Background: an optimization exercise with open tools, aiming at small area, a short achievable clock period and few clock cycles per item. Do not read the settings as production practice.
Power and IR drop assume default switching activity.

==> inputs of zinc <==
==> flow/design.v <==
package sfpf_pkg;
  localparam int DATA_W = 8;
  localparam int CNT_W  = 9;
  localparam int DEPTH  = 256;
  localparam int AW     = 8;
  localparam logic [DATA_W-1:0] DUTY_RESET  = 8'd240;
  localparam logic [CNT_W-1:0]  LIMIT_RESET = 9'd128;
  localparam logic FUNC_SAMPLE = 1'b0;
  localparam logic FUNC_PERIOD = 1'b1;
endpackage
module sfpf_ram #(
  parameter int WIDTH = 8,
  parameter int ROWS  = 16,
  parameter int COLS  = 16
) (
  input  logic                              clk,
  input  logic                              rst,
  input  logic [ROWS-1:0]                   wrow,
  input  logic [COLS-1:0]                   wcol,
  input  logic [WIDTH-1:0]                  wenc,
  input  logic                              ren,
  input  logic [ROWS-1:0]                   rrow,
  input  logic [1:0][COLS-1:0]              rcol,
  output logic [WIDTH-1:0]                  rdata_enc_n,
  output logic                              parity
);
  localparam int DEPTH = ROWS * COLS;
  logic [DEPTH-1:0][WIDTH-1:0]  cells;
  logic [ROWS-1:0]              w_row, r_row;
  logic [ROWS-1:0][3:0]         w_nrow;
  logic [COLS-1:0]              w_col;
  logic [COLS-1:0][WIDTH-1:0]   wdn;
  always_ff @(posedge clk) begin
    if (rst) parity <= 1'b0;
    else     parity <= ~parity;
  end
  assign w_row  = wrow;
  assign w_col  = wcol;
  for (genvar r = 0; r < ROWS; r++) begin : g_nrow
    for (genvar k = 0; k < 4; k++) begin : g_copy
      sfpf_inv u_inv (
        .a (wrow[r]),
        .y (w_nrow[r][k])
      );
    end
  end
  always_comb begin
    for (int c = 0; c < COLS; c++) begin
      wdn[c] = ~(wenc & {WIDTH{w_col[c]}});
    end
  end
  assign r_row = rrow & {ROWS{ren}};
  for (genvar i = 0; i < DEPTH; i++) begin : g_word
    logic wsel;
    assign wsel = w_row[i / COLS] && w_col[i % COLS];
    for (genvar b = 0; b < WIDTH; b++) begin : g_bit
      sfpf_bit u_bit (
        .clk  (clk),
        .sel  (wsel),
        .nsel (w_nrow[i / COLS][(i % COLS) / (COLS / 4)]),
        .wdn  (wdn[i % COLS][b]),
        .q    (cells[i][b])
      );
    end
  end
  logic [WIDTH-1:0][ROWS-1:0] rn;
  for (genvar b = 0; b < WIDTH; b++) begin : g_rd
    for (genvar r = 0; r < ROWS; r++) begin : g_row
      logic [COLS-1:0] d;
      for (genvar c = 0; c < COLS; c++) begin : g_col
        assign d[c] = cells[r * COLS + c][b];
      end
      logic [1:0] h;
      for (genvar k = 0; k < 2; k++) begin : g_half
        sfpf_sel8 u_h (
          .d (d[8 * k +: 8]),
          .s (rcol[b / (WIDTH / 2)][8 * k +: 8]),
          .y (h[k])
        );
      end
      assign rn[b][r] = ~((h[0] | h[1]) & r_row[r]);
    end
    sfpf_or16n #(.N(ROWS)) u_or (
      .a_n (rn[b]),
      .y_n (rdata_enc_n[b])
    );
  end
endmodule
module sfpf_bit (
  input  logic clk,
  input  logic sel,
  input  logic nsel,
  input  logic wdn,
  output logic q
);
  always_ff @(posedge clk) begin
    q <= ~((q | sel) & (wdn | nsel));
  end
endmodule
module sfpf_sel8 (
  input  logic [7:0] d,
  input  logic [7:0] s,
  output logic       y
);
  assign y = |(d & s);
endmodule
module sfpf_or16n #(
  parameter int N = 16
) (
  input  logic [N-1:0] a_n,
  output logic         y_n
);
  assign y_n = &a_n;
endmodule
module sfpf_inv (
  input  logic a,
  output logic y
);
  assign y = ~a;
endmodule
module sfpf_ctrl (
  input  logic                        clk,
  input  logic                        rst,
  input  logic                        req_valid,
  output logic                        req_stall,
  input  logic                        func,
  input  logic [sfpf_pkg::DATA_W-1:0] sample,
  output logic                        rsp_valid,
  input  logic                        rsp_stall,
  output logic                        proc,
  output logic                        proc_func,
  output logic [sfpf_pkg::DATA_W-1:0] proc_sample
);
  logic                        pend_valid, pend_valid_d;
  logic                        rsp_valid_q, rsp_valid_d;
  logic                        pend_func;
  logic [sfpf_pkg::DATA_W-1:0] pend_sample;
  logic                        out_free;
  logic                        take;
  assign out_free    = !rsp_valid_q || !rsp_stall;
  assign take        = req_valid && !pend_valid;
  assign proc        = out_free && (pend_valid || req_valid);
  assign proc_func   = pend_valid ? pend_func   : func;
  assign proc_sample = pend_valid ? pend_sample : sample;
  assign rsp_valid_d  = !rst && (proc || (rsp_valid_q && rsp_stall));
  assign pend_valid_d = !rst && !out_free && (pend_valid || take);
  always_ff @(posedge clk) begin
    rsp_valid_q <= rsp_valid_d;
    pend_valid  <= pend_valid_d;
  end
  sfpf_oreg #(.W(2)) u_out (
    .clk (clk),
    .d   ({rsp_valid_d, pend_valid_d}),
    .q   ({rsp_valid, req_stall})
  );
  always_ff @(posedge clk) begin
    if (take && !out_free) begin
      pend_func   <= func;
      pend_sample <= sample;
    end
  end
endmodule
module sfpf_datapath (
  input  logic                        clk,
  input  logic                        rst,
  input  logic                        proc,
  input  logic                        proc_func,
  input  logic [sfpf_pkg::DATA_W-1:0] proc_sample,
  input  logic                        cfg_wr_en,
  input  logic [sfpf_pkg::CNT_W-1:0]  cfg_wr_data,
  output logic                        accepted,
  output logic [sfpf_pkg::DATA_W-1:0] duty,
  output logic                        duty_updated,
  output logic                        underflow,
  output logic [sfpf_pkg::CNT_W-1:0]  fill_level
);
  localparam int AW   = sfpf_pkg::AW;
  localparam int COLS = 16;
  localparam int ROWS = sfpf_pkg::DEPTH / COLS;
  localparam int DW   = sfpf_pkg::DATA_W;
  logic [AW-1:0]               wr_ptr;
  logic [ROWS-1:0]             rd_row;
  logic [COLS-1:0]             rd_col, rd_col_d, rd_col_b;
  logic [sfpf_pkg::CNT_W-1:0]  count_d;
  logic [sfpf_pkg::CNT_W-1:0]  count;
  logic [sfpf_pkg::CNT_W-1:0]  limit;
  logic                        phase;
  logic [ROWS-1:0]             wb_row;
  logic [COLS-1:0]             wb_col;
  logic [DW-1:0]               wb_enc;
  logic                        pinned;
  logic [DW-1:0]               head_enc;
  logic [DW-1:0]               rdata_enc_n;
  logic                        parity;
  logic empty, store_ok, store, pop, set_uf, is_period, byp;
  logic [sfpf_pkg::CNT_W-1:0] count_inc, count_dec, limit_next;
  logic                       ok_inc, ok_dec, ok_same, is_one;
  sfpf_ram #(.WIDTH(DW), .ROWS(ROWS), .COLS(COLS)) u_ram (
    .clk       (clk),
    .rst       (rst),
    .wrow      (wb_row),
    .wcol      (wb_col),
    .wenc      (wb_enc),
    .ren       (!empty && !pinned),
    .rrow      (rd_row),
    .rcol      ({rd_col_b, rd_col}),
    .rdata_enc_n (rdata_enc_n),
    .parity    (parity)
  );
  assign count_inc  = count + 1'b1;
  assign count_dec  = count - 1'b1;
  assign limit_next = cfg_wr_en ? cfg_wr_data : limit;
  assign ok_inc     = !count_inc[sfpf_pkg::CNT_W-1] && (count_inc < limit_next);
  assign ok_dec     = !count_dec[sfpf_pkg::CNT_W-1] && (count_dec < limit_next);
  assign ok_same    = !count[sfpf_pkg::CNT_W-1]     && (count     < limit_next);
  assign is_one     = (count == sfpf_pkg::CNT_W'(1));
  assign is_period = proc && (proc_func == sfpf_pkg::FUNC_PERIOD);
  assign store     = proc && (proc_func == sfpf_pkg::FUNC_SAMPLE) && store_ok;
  assign pop       = is_period && !phase && !empty;
  assign set_uf    = is_period && !phase && empty;
  assign byp       = store && empty;
  always_comb begin
    count_d  = count;
    rd_col_d = rd_col;
    if (rst) begin
      count_d  = '0;
      rd_col_d = COLS'(1);
    end else if (pop) begin
      count_d  = count_dec;
      rd_col_d = {rd_col[COLS-2:0], rd_col[COLS-1]};
    end else if (store) begin
      count_d  = count_inc;
    end
  end
  sfpf_oreg #(.W(sfpf_pkg::CNT_W)) u_fill (
    .clk (clk),
    .d   (count_d),
    .q   (fill_level)
  );
  sfpf_oreg #(.W(COLS)) u_rcol_b (
    .clk (clk),
    .d   (rd_col_d),
    .q   (rd_col_b)
  );
  always_ff @(posedge clk) begin
    if (rst) begin
      wr_ptr    <= '0;
      rd_row    <= ROWS'(1);
      empty     <= 1'b1;
      store_ok  <= 1'b1;
      limit     <= sfpf_pkg::LIMIT_RESET;
      phase     <= 1'b0;
      duty      <= sfpf_pkg::DUTY_RESET;
      underflow <= 1'b0;
      wb_row    <= '0;
      pinned    <= 1'b0;
    end else begin
      if (cfg_wr_en) begin
        limit <= cfg_wr_data;
      end
      if (is_period) begin
        phase <= !phase;
      end
      if (pop) begin
        duty      <= head_enc ^ {DW{~parity}};
        underflow <= 1'b0;
        if (rd_col[COLS-1]) begin
          rd_row <= {rd_row[ROWS-2:0], rd_row[ROWS-1]};
        end
        empty     <= is_one;
        store_ok  <= ok_dec;
      end else if (set_uf) begin
        underflow <= 1'b1;
        store_ok  <= ok_same;
      end else if (store) begin
        empty    <= 1'b0;
        store_ok <= ok_inc;
        wr_ptr   <= wr_ptr + 1'b1;
      end else begin
        store_ok <= ok_same;
      end
      for (int r = 0; r < ROWS; r++) begin
        wb_row[r] <= store && (wr_ptr[AW-1:AW-4] == r[3:0]);
      end
      pinned   <= byp;
    end
  end
  always_ff @(posedge clk) begin
    count  <= count_d;
    rd_col <= rd_col_d;
  end
  always_ff @(posedge clk) begin
    if (proc) begin
      accepted     <= store;
      duty_updated <= pop;
    end
    wb_enc <= proc_sample ^ {DW{parity}};
    for (int c = 0; c < COLS; c++) begin
      wb_col[c] <= (wr_ptr[3:0] == c[3:0]);
    end
    head_enc <= ~rdata_enc_n
              | (~head_enc & {DW{pinned}})
              | ((proc_sample ^ {DW{parity}}) & {DW{byp}});
  end
endmodule
module sfpf_oreg #(
  parameter int W = 1
) (
  input  logic         clk,
  input  logic [W-1:0] d,
  output logic [W-1:0] q
);
  always_ff @(posedge clk) begin
    q <= d;
  end
endmodule
module sample_fifo_pwm_feeder_top (
  input  logic              clk,
  input  logic              rst,
  input  logic              req_valid,
  output logic              req_stall,
  input  logic              func,
  input  logic [sfpf_pkg::DATA_W-1:0] sample,
  output logic              rsp_valid,
  input  logic              rsp_stall,
  output logic              accepted,
  output logic [sfpf_pkg::DATA_W-1:0] duty,
  output logic              duty_updated,
  output logic              underflow,
  output logic [sfpf_pkg::CNT_W-1:0]  fill_level,
  input  logic              cfg_wr_en,
  input  logic [sfpf_pkg::CNT_W-1:0]  cfg_wr_data
);
  logic                        proc;
  logic                        proc_func;
  logic [sfpf_pkg::DATA_W-1:0] proc_sample;
  sfpf_ctrl u_ctrl (
    .clk         (clk),
    .rst         (rst),
    .req_valid   (req_valid),
    .req_stall   (req_stall),
    .func        (func),
    .sample      (sample),
    .rsp_valid   (rsp_valid),
    .rsp_stall   (rsp_stall),
    .proc        (proc),
    .proc_func   (proc_func),
    .proc_sample (proc_sample)
  );
  sfpf_datapath u_datapath (
    .clk          (clk),
    .rst          (rst),
    .proc         (proc),
    .proc_func    (proc_func),
    .proc_sample  (proc_sample),
    .cfg_wr_en    (cfg_wr_en),
    .cfg_wr_data  (cfg_wr_data),
    .accepted     (accepted),
    .duty         (duty),
    .duty_updated (duty_updated),
    .underflow    (underflow),
    .fill_level   (fill_level)
  );
endmodule
==> flow/flow/run.sh <==
#!/bin/bash
set -e
cp standard.sh standard.sh.txt
export BUFFER_PORTS_ARGS="-buffer_cell sky130_fd_sc_hd__buf_4"
bash standard.sh > standard.log 2>&1
==> flow/standard.sh <==
#!/bin/bash
# synth_recipe.tcl (not shown) runs the flow's synth.tcl, then flattens the netlist and writes it again
# the make line also repeats each setting of config.mk as NAME=value (left out here)
make -C /OpenROAD-flow-scripts/flow DESIGN_CONFIG=/design/flow/config.mk WORK_HOME=/design/flow/orfs CLKGATE_MAP_FILE= SYNTH_SCRIPT=/design/flow/synth_recipe.tcl "${@:-finish}"
==> flow/config.mk <==
export PLATFORM = sky130hd
export DESIGN_NAME = sample_fifo_pwm_feeder_top
export DESIGN_NICKNAME = sample_fifo_pwm_feeder_top
export VERILOG_FILES = /design/flow/design.v
export SDC_FILE = /design/flow/constraint.sdc
export NUM_CORES = 4
export LEC_CHECK = 0
export CAP_MARGIN = 20
export CORE_MARGIN = 2
export CORE_UTILIZATION = 50
export CTS_CLUSTER_DIAMETER = 100
export CTS_CLUSTER_SIZE = 30
export PLACE_DENSITY = 0.6
export SETUP_SLACK_MARGIN = 3.2
export SLEW_MARGIN = 20
export SYNTH_HIERARCHICAL = 1
export SYNTH_MINIMUM_KEEP_SIZE = 0
export TNS_END_PERCENT = 5
==> flow/constraint.sdc <==
create_clock -name core_clock -period 6.0 [get_ports {clk}]
set_input_delay 1.2000 -clock core_clock [delete_from_list [all_inputs] [get_ports {clk}]]
set_output_delay 1.2000 -clock core_clock [all_outputs]
set_load 0.01 [all_outputs]
==> onyx: changes against zinc <==
--- a/flow/design.v
+++ b/flow/design.v
@@ -21,12 +21,11 @@
   input  logic                              ren,
   input  logic [ROWS-1:0]                   rrow,
-  input  logic [1:0][COLS-1:0]              rcol,
-  output logic [WIDTH-1:0]                  rdata_enc_n,
+  input  logic [COLS-1:0]                   rcol,
+  output logic [WIDTH-1:0]                  rdata_enc,
   output logic                              parity
 );
   localparam int DEPTH = ROWS * COLS;
   logic [DEPTH-1:0][WIDTH-1:0]  cells;
-  logic [ROWS-1:0]              w_row, r_row;
-  logic [ROWS-1:0][3:0]         w_nrow;
+  logic [ROWS-1:0]              w_row, w_nrow, r_row;
   logic [COLS-1:0]              w_col;
   logic [COLS-1:0][WIDTH-1:0]   wdn;
@@ -36,13 +35,6 @@
   end
   assign w_row  = wrow;
+  assign w_nrow = ~wrow;
   assign w_col  = wcol;
-  for (genvar r = 0; r < ROWS; r++) begin : g_nrow
-    for (genvar k = 0; k < 4; k++) begin : g_copy
-      sfpf_inv u_inv (
-        .a (wrow[r]),
-        .y (w_nrow[r][k])
-      );
-    end
-  end
   always_comb begin
     for (int c = 0; c < COLS; c++) begin
@@ -58,5 +50,5 @@
         .clk  (clk),
         .sel  (wsel),
-        .nsel (w_nrow[i / COLS][(i % COLS) / (COLS / 4)]),
+        .nsel (w_nrow[i / COLS]),
         .wdn  (wdn[i % COLS][b]),
         .q    (cells[i][b])
@@ -65,4 +57,5 @@
   end
   logic [WIDTH-1:0][ROWS-1:0] rn;
+  logic [WIDTH-1:0]           rdata_n;
   for (genvar b = 0; b < WIDTH; b++) begin : g_rd
     for (genvar r = 0; r < ROWS; r++) begin : g_row
@@ -75,5 +68,5 @@
         sfpf_sel8 u_h (
           .d (d[8 * k +: 8]),
-          .s (rcol[b / (WIDTH / 2)][8 * k +: 8]),
+          .s (rcol[8 * k +: 8]),
           .y (h[k])
         );
@@ -83,7 +76,8 @@
     sfpf_or16n #(.N(ROWS)) u_or (
       .a_n (rn[b]),
-      .y_n (rdata_enc_n[b])
+      .y_n (rdata_n[b])
     );
   end
+  assign rdata_enc = ~rdata_n;
 endmodule
 module sfpf_bit (
@@ -113,10 +107,4 @@
   assign y_n = &a_n;
 endmodule
-module sfpf_inv (
-  input  logic a,
-  output logic y
-);
-  assign y = ~a;
-endmodule
 module sfpf_ctrl (
   input  logic                        clk,
@@ -132,26 +120,28 @@
   output logic [sfpf_pkg::DATA_W-1:0] proc_sample
 );
-  logic                        pend_valid, pend_valid_d;
-  logic                        rsp_valid_q, rsp_valid_d;
+  logic                        pend_valid;
   logic                        pend_func;
   logic [sfpf_pkg::DATA_W-1:0] pend_sample;
   logic                        out_free;
   logic                        take;
-  assign out_free    = !rsp_valid_q || !rsp_stall;
+  assign req_stall   = pend_valid;
+  assign out_free    = !rsp_valid || !rsp_stall;
   assign take        = req_valid && !pend_valid;
   assign proc        = out_free && (pend_valid || req_valid);
   assign proc_func   = pend_valid ? pend_func   : func;
   assign proc_sample = pend_valid ? pend_sample : sample;
-  assign rsp_valid_d  = !rst && (proc || (rsp_valid_q && rsp_stall));
-  assign pend_valid_d = !rst && !out_free && (pend_valid || take);
   always_ff @(posedge clk) begin
-    rsp_valid_q <= rsp_valid_d;
-    pend_valid  <= pend_valid_d;
+    if (rst) begin
+      rsp_valid  <= 1'b0;
+      pend_valid <= 1'b0;
+    end else begin
+      rsp_valid <= proc || (rsp_valid && rsp_stall);
+      if (out_free) begin
+        pend_valid <= 1'b0;
+      end else if (take) begin
+        pend_valid <= 1'b1;
+      end
+    end
   end
-  sfpf_oreg #(.W(2)) u_out (
-    .clk (clk),
-    .d   ({rsp_valid_d, pend_valid_d}),
-    .q   ({rsp_valid, req_stall})
-  );
   always_ff @(posedge clk) begin
     if (take && !out_free) begin
@@ -181,6 +171,5 @@
   logic [AW-1:0]               wr_ptr;
   logic [ROWS-1:0]             rd_row;
-  logic [COLS-1:0]             rd_col, rd_col_d, rd_col_b;
-  logic [sfpf_pkg::CNT_W-1:0]  count_d;
+  logic [COLS-1:0]             rd_col;
   logic [sfpf_pkg::CNT_W-1:0]  count;
   logic [sfpf_pkg::CNT_W-1:0]  limit;
@@ -191,9 +180,7 @@
   logic                        pinned;
   logic [DW-1:0]               head_enc;
-  logic [DW-1:0]               rdata_enc_n;
+  logic [DW-1:0]               rdata_enc;
   logic                        parity;
   logic empty, store_ok, store, pop, set_uf, is_period, byp;
-  logic [sfpf_pkg::CNT_W-1:0] count_inc, count_dec, limit_next;
-  logic                       ok_inc, ok_dec, ok_same, is_one;
   sfpf_ram #(.WIDTH(DW), .ROWS(ROWS), .COLS(COLS)) u_ram (
     .clk       (clk),
@@ -204,15 +191,10 @@
     .ren       (!empty && !pinned),
     .rrow      (rd_row),
-    .rcol      ({rd_col_b, rd_col}),
-    .rdata_enc_n (rdata_enc_n),
+    .rcol      (rd_col),
+    .rdata_enc (rdata_enc),
     .parity    (parity)
   );
-  assign count_inc  = count + 1'b1;
-  assign count_dec  = count - 1'b1;
-  assign limit_next = cfg_wr_en ? cfg_wr_data : limit;
-  assign ok_inc     = !count_inc[sfpf_pkg::CNT_W-1] && (count_inc < limit_next);
-  assign ok_dec     = !count_dec[sfpf_pkg::CNT_W-1] && (count_dec < limit_next);
-  assign ok_same    = !count[sfpf_pkg::CNT_W-1]     && (count     < limit_next);
-  assign is_one     = (count == sfpf_pkg::CNT_W'(1));
+  assign empty     = (count == '0);
+  assign store_ok  = !count[sfpf_pkg::CNT_W-1] && (count < limit);
   assign is_period = proc && (proc_func == sfpf_pkg::FUNC_PERIOD);
   assign store     = proc && (proc_func == sfpf_pkg::FUNC_SAMPLE) && store_ok;
@@ -220,33 +202,11 @@
   assign set_uf    = is_period && !phase && empty;
   assign byp       = store && empty;
-  always_comb begin
-    count_d  = count;
-    rd_col_d = rd_col;
-    if (rst) begin
-      count_d  = '0;
-      rd_col_d = COLS'(1);
-    end else if (pop) begin
-      count_d  = count_dec;
-      rd_col_d = {rd_col[COLS-2:0], rd_col[COLS-1]};
-    end else if (store) begin
-      count_d  = count_inc;
-    end
-  end
-  sfpf_oreg #(.W(sfpf_pkg::CNT_W)) u_fill (
-    .clk (clk),
-    .d   (count_d),
-    .q   (fill_level)
-  );
-  sfpf_oreg #(.W(COLS)) u_rcol_b (
-    .clk (clk),
-    .d   (rd_col_d),
-    .q   (rd_col_b)
-  );
+  assign fill_level = count;
   always_ff @(posedge clk) begin
     if (rst) begin
       wr_ptr    <= '0;
       rd_row    <= ROWS'(1);
-      empty     <= 1'b1;
-      store_ok  <= 1'b1;
+      rd_col    <= COLS'(1);
+      count     <= '0;
       limit     <= sfpf_pkg::LIMIT_RESET;
       phase     <= 1'b0;
@@ -265,18 +225,14 @@
         duty      <= head_enc ^ {DW{~parity}};
         underflow <= 1'b0;
+        rd_col    <= {rd_col[COLS-2:0], rd_col[COLS-1]};
         if (rd_col[COLS-1]) begin
           rd_row <= {rd_row[ROWS-2:0], rd_row[ROWS-1]};
         end
-        empty     <= is_one;
-        store_ok  <= ok_dec;
+        count     <= count - 1'b1;
       end else if (set_uf) begin
         underflow <= 1'b1;
-        store_ok  <= ok_same;
       end else if (store) begin
-        empty    <= 1'b0;
-        store_ok <= ok_inc;
-        wr_ptr   <= wr_ptr + 1'b1;
-      end else begin
-        store_ok <= ok_same;
+        count  <= count + 1'b1;
+        wr_ptr <= wr_ptr + 1'b1;
       end
       for (int r = 0; r < ROWS; r++) begin
@@ -287,8 +243,4 @@
   end
   always_ff @(posedge clk) begin
-    count  <= count_d;
-    rd_col <= rd_col_d;
-  end
-  always_ff @(posedge clk) begin
     if (proc) begin
       accepted     <= store;
@@ -299,20 +251,9 @@
       wb_col[c] <= (wr_ptr[3:0] == c[3:0]);
     end
-    head_enc <= ~rdata_enc_n
+    head_enc <= rdata_enc
               | (~head_enc & {DW{pinned}})
               | ((proc_sample ^ {DW{parity}}) & {DW{byp}});
   end
 endmodule
-module sfpf_oreg #(
-  parameter int W = 1
-) (
-  input  logic         clk,
-  input  logic [W-1:0] d,
-  output logic [W-1:0] q
-);
-  always_ff @(posedge clk) begin
-    q <= d;
-  end
-endmodule
 module sample_fifo_pwm_feeder_top (
   input  logic              clk,
Settings changed: CTS_CLUSTER_DIAMETER 100 to unset, CTS_CLUSTER_SIZE 30 to unset.
==> results.txt <==
WL met2=135000 microns; met2 GRT Util=59.3%; Inverters=50; status=no timing/DRC/antenna violations; Post-Syn Area=72200 sq um; fraction of area in multi-input gates=32.6%; fin area=roughly 86000 sq um; cts repair resizes=roughly 170; cell area power density=362 nW/um^2; GR Util met1=61.4%; Clock Power Share=43.7%
-- figures above: onyx

==> results.txt <==
fin area=approximately 80000 sq um; fraction of area in multi-input gates=34.9%; Clock Power Share=31.4%; GR Util met1=59.1%; met2 GRT Util=60.9%; WL met2=143000 microns; Post-Syn Area=approximately 73000 sq um; cell area power density=283 nW/um^2; status=no timing/DRC/antenna violations
-- figures above: zinc

No run of this note included a check of the RTL's function; only the layout flow was run.

-- what the ideal ports hide --
The flow's constraints put no driver on any port. The routed layouts listed below were extracted and timed again, unchanged, in two steps.
Step 1 assumes that a clkbuf_16 drives the clock port and a buf_2 every other input.
Step 2 also shifts input and output timing later by t, the mid clock arrival at the registers, as if the neighbouring blocks saw the same clock.
Slacks: ideal ports / drivers / drivers and shift; pairs: ideal ports / drivers.
run | t (ns) | slack for setup (ns) | worst setup path after step 2 | slew at the worst register clock pin (ns)
zinc | 0.845 | 2.866 / 2.866 / 2.568 | input to register | 0.12 / 0.12
onyx | 0.921 | 2.859 / 2.859 / 2.432 | input to register | 0.07 / 0.07
After both steps setup and hold are still met in every run listed. For onyx, which loses most, drivers alone change the setup slack by 0.000 ns; drivers and shift together by -0.427 ns.
